Background: an optimization exercise with open tools, aiming at small area. Do not read the settings as production practice. Only simulation tests tie the RTL to the original design; equivalence was not proved. Power figures rest on the tool's default switching activity, not on a simulated workload.

==> design.v <==
`timescale 1ns/1ps
module ibuf_rdreq_mgmt #(
  parameter int unsigned BW       = 9,
  parameter int unsigned TAG_W    = 5,
  parameter int unsigned MX_OS_RQ = 4
) (
  input  logic             clk,
  input  logic             rst,
  input  logic [2:0]       cfg_max_rd_req_size,
  input  logic [63:0]      lbuf_addr,
  input  logic [31:0]      lbuf_len,
  input  logic             lbuf_en,
  output logic             lbuf_dn,
  input  logic [BW:0]      cons,
  output logic [BW:0]      committed_prod,
  output logic             rd,
  output logic [63:0]      hst_addr,
  output logic [9:0]       rd_qw,
  input  logic             rd_ack,
  input  logic [TAG_W-1:0] rd_tag,
  input  logic [TAG_W-1:0] cpl_tag,
  output logic [BW-1:0]    cpl_base,
  input  logic             cpl_vld,
  input  logic             cpl_last,
  output logic             err
);
  localparam int unsigned NTags = 1 << TAG_W;
  localparam int unsigned PtrW  = (MX_OS_RQ > 1) ? $clog2(MX_OS_RQ) : 1;
  localparam int unsigned CntW  = $clog2(MX_OS_RQ + 1);
  typedef logic [BW:0] ptr_t;
  typedef enum logic [2:0] {
    StIdle,
    StWaitOs,
    StCalc,
    StWaitSpace,
    StReq,
    StUpd,
    StDrain,
    StDone
  } state_e;
  state_e           state_q;
  logic [9:0]       mx_qw_q, mx_qw_d;
  logic [31:0]      left_q;
  logic [63:0]      addr_q;
  logic [9:0]       chunk_q, chunk_calc;
  logic             rd_q;
  logic             lbuf_dn_q;
  ptr_t             iprod_q;
  ptr_t             committed_q;
  logic             err_q;
  logic [TAG_W-1:0] fifo_q [MX_OS_RQ];
  logic [PtrW-1:0]  wr_ptr_q, rd_ptr_q;
  logic [CntW-1:0]  os_cnt_q;
  logic [9:0]       len_q  [NTags];
  logic [BW-1:0]    base_q [NTags];
  logic [NTags-1:0] done_q;
  logic [NTags-1:0] outst_q;
  logic [TAG_W-1:0] head_tag;
  logic             commit;
  logic             push;
  logic             cpl_ok;
  logic             os_room;
  logic [9:0]       bnd_qw;
  ptr_t             used_qw;
  logic [BW+1:0]    free_qw;
  logic             space_ok;
  function automatic logic [PtrW-1:0] ptr_inc(input logic [PtrW-1:0] p);
    ptr_inc = (p == PtrW'(MX_OS_RQ - 1)) ? {PtrW{1'b0}} : p + PtrW'(1);
  endfunction
  always_comb begin
    unique case (cfg_max_rd_req_size)
      3'd0:    mx_qw_d = 10'd16;
      3'd1:    mx_qw_d = 10'd32;
      3'd2:    mx_qw_d = 10'd64;
      3'd3:    mx_qw_d = 10'd128;
      3'd4:    mx_qw_d = 10'd256;
      default: mx_qw_d = 10'd512;
    endcase
  end
  assign bnd_qw = 10'd512 - {1'b0, addr_q[11:3]};
  always_comb begin
    chunk_calc = mx_qw_q;
    if (left_q < 32'(chunk_calc)) begin
      chunk_calc = left_q[9:0];
    end
    if (bnd_qw < chunk_calc) begin
      chunk_calc = bnd_qw;
    end
  end
  assign used_qw  = iprod_q - cons;
  assign free_qw  = {2'b01, {BW{1'b0}}} - {1'b0, used_qw};
  assign space_ok = 32'(chunk_q) <= 32'(free_qw);
  assign head_tag = fifo_q[rd_ptr_q];
  assign commit   = (os_cnt_q != '0) && done_q[head_tag];
  assign push     = (state_q == StReq) && rd_ack;
  assign cpl_ok   = outst_q[cpl_tag] && !done_q[cpl_tag];
  assign os_room  = os_cnt_q < CntW'(MX_OS_RQ);
  always_ff @(posedge clk or negedge rst) begin
    if (!rst) begin
      state_q   <= StIdle;
      mx_qw_q   <= 10'd16;
      left_q    <= '0;
      addr_q    <= '0;
      chunk_q   <= '0;
      rd_q      <= 1'b0;
      lbuf_dn_q <= 1'b0;
      iprod_q   <= '0;
    end else begin
      mx_qw_q <= mx_qw_d;
      unique case (state_q)
        StIdle: begin
          addr_q <= lbuf_addr;
          left_q <= lbuf_len;
          if (lbuf_en) begin
            if (lbuf_len == '0) begin
              state_q   <= StDone;
              lbuf_dn_q <= 1'b1;
            end else begin
              state_q <= StWaitOs;
            end
          end
        end
        StWaitOs: begin
          if (os_room) begin
            state_q <= StCalc;
          end
        end
        StCalc: begin
          chunk_q <= chunk_calc;
          state_q <= StWaitSpace;
        end
        StWaitSpace: begin
          if (space_ok) begin
            rd_q    <= 1'b1;
            state_q <= StReq;
          end
        end
        StReq: begin
          if (rd_ack) begin
            rd_q    <= 1'b0;
            iprod_q <= iprod_q + ptr_t'(chunk_q);
            addr_q  <= addr_q + {51'b0, chunk_q, 3'b0};
            left_q  <= left_q - {22'b0, chunk_q};
            state_q <= StUpd;
          end
        end
        StUpd: begin
          state_q <= (left_q != '0) ? StWaitOs : StDrain;
        end
        StDrain: begin
          if (os_cnt_q == '0) begin
            state_q   <= StDone;
            lbuf_dn_q <= 1'b1;
          end
        end
        StDone: begin
          lbuf_dn_q <= 1'b0;
          state_q   <= StIdle;
        end
        default: state_q <= StIdle;
      endcase
    end
  end
  always_ff @(posedge clk or negedge rst) begin
    if (!rst) begin
      for (int i = 0; i < MX_OS_RQ; i++) begin
        fifo_q[i] <= '0;
      end
      wr_ptr_q    <= '0;
      rd_ptr_q    <= '0;
      os_cnt_q    <= '0;
      for (int i = 0; i < NTags; i++) begin
        len_q[i]  <= '0;
        base_q[i] <= '0;
      end
      done_q      <= '0;
      outst_q     <= '0;
      committed_q <= '0;
      err_q       <= 1'b0;
    end else begin
      if (commit) begin
        committed_q       <= committed_q + ptr_t'(len_q[head_tag]);
        done_q[head_tag]  <= 1'b0;
        outst_q[head_tag] <= 1'b0;
        rd_ptr_q          <= ptr_inc(rd_ptr_q);
      end
      if (cpl_vld) begin
        if (!cpl_ok) begin
          err_q <= 1'b1;
        end else if (cpl_last) begin
          done_q[cpl_tag] <= 1'b1;
        end
      end
      if (push) begin
        fifo_q[wr_ptr_q] <= rd_tag;
        wr_ptr_q         <= ptr_inc(wr_ptr_q);
        len_q[rd_tag]    <= chunk_q;
        base_q[rd_tag]   <= iprod_q[BW-1:0];
        outst_q[rd_tag]  <= 1'b1;
        done_q[rd_tag]   <= 1'b0;
      end
      if (push && !commit) begin
        os_cnt_q <= os_cnt_q + CntW'(1);
      end else if (!push && commit) begin
        os_cnt_q <= os_cnt_q - CntW'(1);
      end
    end
  end
  assign lbuf_dn        = lbuf_dn_q;
  assign committed_prod = committed_q;
  assign rd             = rd_q;
  assign hst_addr       = addr_q;
  assign rd_qw          = chunk_q;
  assign cpl_base       = base_q[cpl_tag];
  assign err            = err_q;
endmodule
==> run.sh <==
#!/bin/bash
# synth_recipe.tcl (not shown) runs the flow's synth.tcl, then flattens the netlist and writes it again
# the make line also repeats each setting of config.mk as NAME=value (left out here)
make -C /OpenROAD-flow-scripts/flow DESIGN_CONFIG=/design/flow/config.mk WORK_HOME=/design/flow/orfs CLKGATE_MAP_FILE= SYNTH_SCRIPT=/design/flow/synth_recipe.tcl finish
==> config.mk <==
export PLATFORM = sky130hd
export DESIGN_NAME = ibuf_rdreq_mgmt
export DESIGN_NICKNAME = ibuf_rdreq_mgmt
export VERILOG_FILES = /design/flow/design.v
export SDC_FILE = /design/flow/constraint.sdc
export NUM_CORES = 4
export LEC_CHECK = 0
export CAP_MARGIN = 20
export CORE_MARGIN = 2
export CORE_UTILIZATION = 40
export SLEW_MARGIN = 20
==> constraint.sdc <==
create_clock -name core_clock -period 8.0 [get_ports {clk}]
set_input_delay 1.6000 -clock core_clock [delete_from_list [all_inputs] [get_ports {clk}]]
set_output_delay 1.6000 -clock core_clock [all_outputs]
set_load 0.01 [all_outputs]
==> notes.md <==
==> cells in the final DEF, fill, tap and decap left out, types with 35 or more instances in the layout <==
cell type / n
sky130_fd_sc_hd__a22oi_1: 136
sky130_fd_sc_hd__nor2_1: 158
sky130_fd_sc_hd__nand2_1: 571
sky130_fd_sc_hd__inv_1: 94
sky130_fd_sc_hd__a32oi_1: 41
sky130_fd_sc_hd__a31oi_1: 35
sky130_fd_sc_hd__a21oi_1: 86
sky130_fd_sc_hd__o21ai_0: 314
sky130_fd_sc_hd__buf_4: 131
sky130_fd_sc_hd__clkbuf_16: 95
sky130_fd_sc_hd__nand4_1: 88
sky130_fd_sc_hd__clkdlybuf4s50_1: 219
sky130_fd_sc_hd__nand3_1: 74
sky130_fd_sc_hd__nor3_1: 67
sky130_fd_sc_hd__dfrtp_1: 836
sky130_fd_sc_hd__a221oi_1: 65
sky130_fd_sc_hd__ha_1: 94
sky130_fd_sc_hd__a22o_1: 66
sky130_fd_sc_hd__mux2i_1: 77
sky130_fd_sc_hd__mux2_2: 430
==> routing by layer <==
metal,wire length (um),up-vias,global-route usage (%)
met5,95,-,0
met4,5680,14,10.8
met3,13200,308,5.59
met2,69300,1609,43.7
met1,66600,17500,39.6
li1,-,15200,-
==> cell families (layout without fill, tap and decap cells) <==
| family | count (synthesis) | in the layout |
|---|---|---|
| other | 0 | 7 |
| buffers and inverters | 337 | 628 |
| DFF | 837 | 837 |
| adders and majority gates | 100 | 100 |
| xor gates and xnor gates | 54 | 54 |
| AOI/OAI and AO/OA | 985 | 985 |
| and+or+nand+nor | 1189 | 1189 |
| muxes | 512 | 512 |
==> worst paths after layout <==
kind | slack [ns] | cells past startpoint | from | to
min in group asynchronous | 1.00 | 1 | rst | committed_q[3]
max in group asynchronous | 5.54 | 2 | rst | base_q[0][7]
worst min register to register | 0.47 | 1 | err_q | err_q
worst max register to register | 1.32 | 20 | rd_ptr_q[0] | committed_q[9]
worst min-delay path | 0.47 | 1 | err_q | err_q
worst max-delay path | 0.67 | 12 | cpl_tag[0] | cpl_base[0]
==> worst reg2reg max path, cell delays in order, from the launching register on <==
cell                        delay [ns]
sky130_fd_sc_hd__dfrtp_1          0.42
sky130_fd_sc_hd__inv_1            0.10
sky130_fd_sc_hd__ha_1             0.48
sky130_fd_sc_hd__inv_1            0.31
sky130_fd_sc_hd__mux2_2           0.49
sky130_fd_sc_hd__clkinv_1         0.11
sky130_fd_sc_hd__ha_1             0.66
sky130_fd_sc_hd__or3_1            0.65
sky130_fd_sc_hd__o21ai_0          0.19
sky130_fd_sc_hd__a221oi_1         0.25
sky130_fd_sc_hd__nand4_1          0.11
sky130_fd_sc_hd__or3_1            0.48
sky130_fd_sc_hd__o22a_1           0.20
sky130_fd_sc_hd__ha_1             0.27
sky130_fd_sc_hd__a21o_1           0.18
sky130_fd_sc_hd__a21oi_1          0.20
sky130_fd_sc_hd__o21ai_0          0.13
sky130_fd_sc_hd__a2111oi_0        0.60
sky130_fd_sc_hd__o31ai_1          0.30
sky130_fd_sc_hd__or3_1            0.40
sky130_fd_sc_hd__nand4_1          0.08
==> power by group through the flow <==
| stage | Sequential, uW | Clock (uW) | Combinational, uW |
|---|---|---|---|
| after global routing | 5880 | 4850 | 7650 |
| after global placement | 5820 | 0 | 6830 |
| after CTS | 5770 | 4680 | 6960 |
| final | 5780 | 4630 | 7020 |
| after floorplan | 5670 | 0 | 4350 |
| after detailed placement | 5830 | 0 | 6930 |
==> stage by stage <==
step | instances | total power (uW)
floorplan | 4014 | 10000
global placement | 5509 | 12700
detailed placement | 5509 | 12800
CTS | 5685 | 17400
global route | 5686 | 18400
finish | 5692 | 17400
==> registers in the layout, summed over array words and instances, names as in the netlist <==
name,count
lbuf_dn_q,1
wr_ptr_q,2
os_cnt_q,3
mx_qw_q,6
outst_q,32
fifo_q,20
base_q,288
chunk_q,10
left_q,32
rd_ptr_q,2
addr_q,64
state_q,3
committed_q,10
iprod_q,10
rd_q,1
len_q,320
done_q,32
err_q,1
==> layout make-up <==
| cell class | instances | area (um2) |
|---|---|---|
| Antenna cell | 7 | 17.5 |
| Clock buffer | 130 | 2730 |
| Clock inverter | 46 | 572 |
| Fill cell | 9723 | 54400 |
| Inverter | 97 | 364 |
| Multi-Input combinational cell | 2840 | 19900 |
| Sequential cell | 837 | 20900 |
| Tap cell | 1380 | 1730 |
| Timing Repair Buffer | 355 | 3270 |
==> run_summary.xml <==
<?xml version="1.0" encoding="UTF-8"?>
<metrics>
  <group name="timing">
    <metric name="layout_worst_path_cycle_share" unit="%">91.7</metric>
    <metric name="hold-worst-slack" unit="ns">0.471</metric>
    <metric name="fin_worst_skew" unit="ns">0.0282</metric>
    <metric name="report.final.setup_viol" unit="">0</metric>
    <metric name="timing.final.hold_violations" unit="">0</metric>
    <metric name="post_route_setup_slack" unit="ns">0.668</metric>
    <metric name="grt_setup_unrepaired" unit="">no</metric>
    <metric name="slew_violations" unit="">0</metric>
    <metric name="period_needed" unit="ns">7.33</metric>
    <metric name="setup_total_negative_slack" unit="ns">0</metric>
    <metric name="clock.fmax" unit="MHz">136</metric>
    <metric name="slew-limit-headroom" unit="%">10.5</metric>
    <metric name="worstMarginPinSlew" unit="ns">1.34</metric>
  </group>
  <group name="pwr">
    <metric name="internal_power" unit="uW">10300</metric>
    <metric name="p_seq_share" unit="%">33.2</metric>
    <metric name="leak_pwr" unit="uW">0.0221</metric>
    <metric name="power_switching_share" unit="%">40.9</metric>
    <metric name="clkPwrFrac" unit="%">26.6</metric>
    <metric name="vdd_ir_drop_max" unit="V">0.000232</metric>
    <metric name="power-per-cell-area" unit="nW/um2">352</metric>
    <metric name="comb_power_share" unit="%">40.3</metric>
    <metric name="p_sw" unit="uW">7140</metric>
  </group>
  <group name="logic_synthesis">
    <metric name="synthMostInstantiatedCell" unit="">sky130_fd_sc_hd__dfrtp_1</metric>
    <metric name="synth.area.mux_share" unit="%">13.6</metric>
    <metric name="yosys.area_share.simple" unit="%">13.3</metric>
    <metric name="synth_area_per_cell" unit="um2">10.5</metric>
    <metric name="netlist_instances" unit="">4014</metric>
    <metric name="synth_fp_nets" unit="">4239</metric>
    <metric name="synth.yosys.seq_area_share" unit="%">49.8</metric>
    <metric name="synth_top_family_by_area" unit="">compound AO/OA/AOI/OAI gates</metric>
    <metric name="cells_taking_the_most_area_after_synthesis" unit="">sky130_fd_sc_hd__dfrtp_1 50%, sky130_fd_sc_hd__mux2_2 12%, sky130_fd_sc_hd__nand2_1 5.1%</metric>
    <metric name="synth.top_cells.by_count" unit="">836 x sky130_fd_sc_hd__dfrtp_1, 573 x sky130_fd_sc_hd__nand2_1, 430 x sky130_fd_sc_hd__mux2_2</metric>
    <metric name="synth_compound_area_share" unit="%">16.0</metric>
    <metric name="ys.warnings.count" unit="">4</metric>
    <metric name="adder_and_majority_gate_portion_of_the_synthesized_area" unit="%">3.08</metric>
    <metric name="synth_edf_count" unit="">0</metric>
    <metric name="netlist-cell-type-count" unit="">84</metric>
    <metric name="yosys_register_bits" unit="">837</metric>
    <metric name="synth_ff_type" unit="">sky130_fd_sc_hd__dfrtp_1</metric>
    <metric name="netlist_area" unit="um2">42100</metric>
    <metric name="ys_async_sr_fraction" unit="%">100</metric>
    <metric name="post-synth-top-area-cell" unit="">sky130_fd_sc_hd__dfrtp_1</metric>
    <metric name="synth-xor-area-share" unit="%">1.12</metric>
    <metric name="post-synth-top-area-fraction" unit="%">49.7</metric>
  </group>
  <group name="grt">
    <metric name="number_of_antenna_violations_at_the_first_check_in_global_routing" unit="">9</metric>
    <metric name="globalRoute.totalOverflow" unit="">0</metric>
    <metric name="grt_first_pass_wirelength" unit="mm">230</metric>
    <metric name="grt_start_max_net_pins" unit="">167</metric>
    <metric name="first_global_vias" unit="">33900</metric>
    <metric name="grt.total_usage" unit="%">28.4</metric>
  </group>
  <group name="clocking">
    <metric name="post_cts_resize_count" unit="">0</metric>
    <metric name="tritoncts" unit="">done</metric>
    <metric name="cts_hold_fix_bufs" unit="">0</metric>
    <metric name="root_cell_of_the_clock_tree" unit="">sky130_fd_sc_hd__clkbuf_16</metric>
    <metric name="cts_num_sinks" unit="">837</metric>
    <metric name="clkLatencyLatePin" unit="ns">0.69</metric>
    <metric name="clock_tree.buffer_depth" unit="">3</metric>
    <metric name="h-tree-depth" unit="">3</metric>
    <metric name="cts_made_buffers" unit="">95</metric>
    <metric name="clkTransAtPathRegs" unit="ns">0.06</metric>
    <metric name="post_cts_buffers" unit="">0</metric>
  </group>
  <group name="routing">
    <metric name="drcViolationCount" unit="">0</metric>
    <metric name="firstDrtPassIters" unit="">6</metric>
    <metric name="drt.antenna.violating_nets" unit="">0</metric>
    <metric name="route.final.wire_length" unit="mm">155</metric>
    <metric name="wl_per_cell" unit="um">27.2</metric>
    <metric name="vias_per_cell" unit="">6.09</metric>
    <metric name="drtIter0Drc" unit="">3473</metric>
    <metric name="routed-via-count" unit="">34700</metric>
  </group>
  <group name="layout">
    <metric name="share_of_final_layout_standard_cells_stronger_than_drive_strength_1" unit="%">18.6</metric>
    <metric name="layout.core_utilization" unit="%">47.7</metric>
    <metric name="synthToLayoutAreaGrowth" unit="%">17.7</metric>
    <metric name="fin_nets" unit="">4451</metric>
    <metric name="finish.instance_area" unit="um2">49500</metric>
  </group>
  <group name="floorplan">
    <metric name="dieWidth" unit="um">328</metric>
    <metric name="num_rows" unit="">118</metric>
    <metric name="floorplan.io_pins" unit="">221</metric>
    <metric name="die_y" unit="um">328</metric>
    <metric name="starting_density" unit="%">40.5</metric>
    <metric name="die_area" unit="um2">108000</metric>
    <metric name="floorplan_core_area" unit="um2">104000</metric>
  </group>
  <group name="placed_design">
    <metric name="gp_congestion" unit="">0.945</metric>
    <metric name="detailedPlacementHpwl" unit="mm">105</metric>
    <metric name="numPortBuffers" unit="">220</metric>
    <metric name="pre_cts_slack" unit="ns">0.785</metric>
    <metric name="dpl-instance-area" unit="um2">46200</metric>
  </group>
  <group name="worst_setup_path">
    <metric name="worst_ep_required_time" unit="ns">6.40</metric>
    <metric name="timing.critical_path.to_type" unit="">output pin</metric>
    <metric name="slowest_delay" unit="ns">0.67</metric>
    <metric name="cpMaxStageDelayCell" unit="">sky130_fd_sc_hd__clkdlybuf4s50_1</metric>
    <metric name="timing.critical_path.max_delay_family" unit="">buffers and inverters</metric>
    <metric name="critPathLaunchType" unit="">input port</metric>
    <metric name="critPathArrivalTime" unit="ns">5.73</metric>
    <metric name="critical_path_class" unit="">in2out</metric>
    <metric name="worst-path-max-fanout" unit="">10</metric>
    <metric name="worstPathCellList" unit="">clkdlybuf4s50_1 -&gt; clkinv_1 -&gt; ha_1 -&gt; nand2b_1 -&gt; nor2_1 -&gt; ha_1 -&gt; nor3_1 -&gt; nand3_1 -&gt; nor2_2 -&gt; nor4_1 -&gt; a21oi_1 -&gt; clkdlybuf4s50_1</metric>
    <metric name="critPathBufInv" unit="">3</metric>
  </group>
  <group name="hold_path">
    <metric name="hp-class" unit="">reg2reg</metric>
  </group>
  <group name="run_status">
    <metric name="outcome" unit="">complete, no violations</metric>
  </group>
  <group name="job">
    <metric name="maxCapViolations" unit="">0</metric>
  </group>
</metrics>

what the ideal ports hide:
Ports are ideal in the flow. The routed layout listed here was re-timed in OpenROAD.
Step 1: set_driving_cell puts a clkbuf_16 on clk and a buf_2 on each other input, an assumption about the parent block.
Step 2 times the ports against the registers' clock, not the clock port: input delays grow and output delays shrink by t, the midpoint of the rising clock arrivals with the driver on.
Slacks: ideal / step 1 / step 2; pairs: ideal / step 1.
t (ns): 0.743
slack for setup (ns): 0.668 / 0.594 / 0.594
clock arrival spread, ns: 0.036 / 0.036
worst register clock-pin slew, ns: 0.07 / 0.07
worst data-port slew with drivers (ns): 0.12
After both steps setup and hold are still met in this run. For this run, drivers alone change the setup slack by -0.074 ns; drivers and shift together by -0.074 ns.
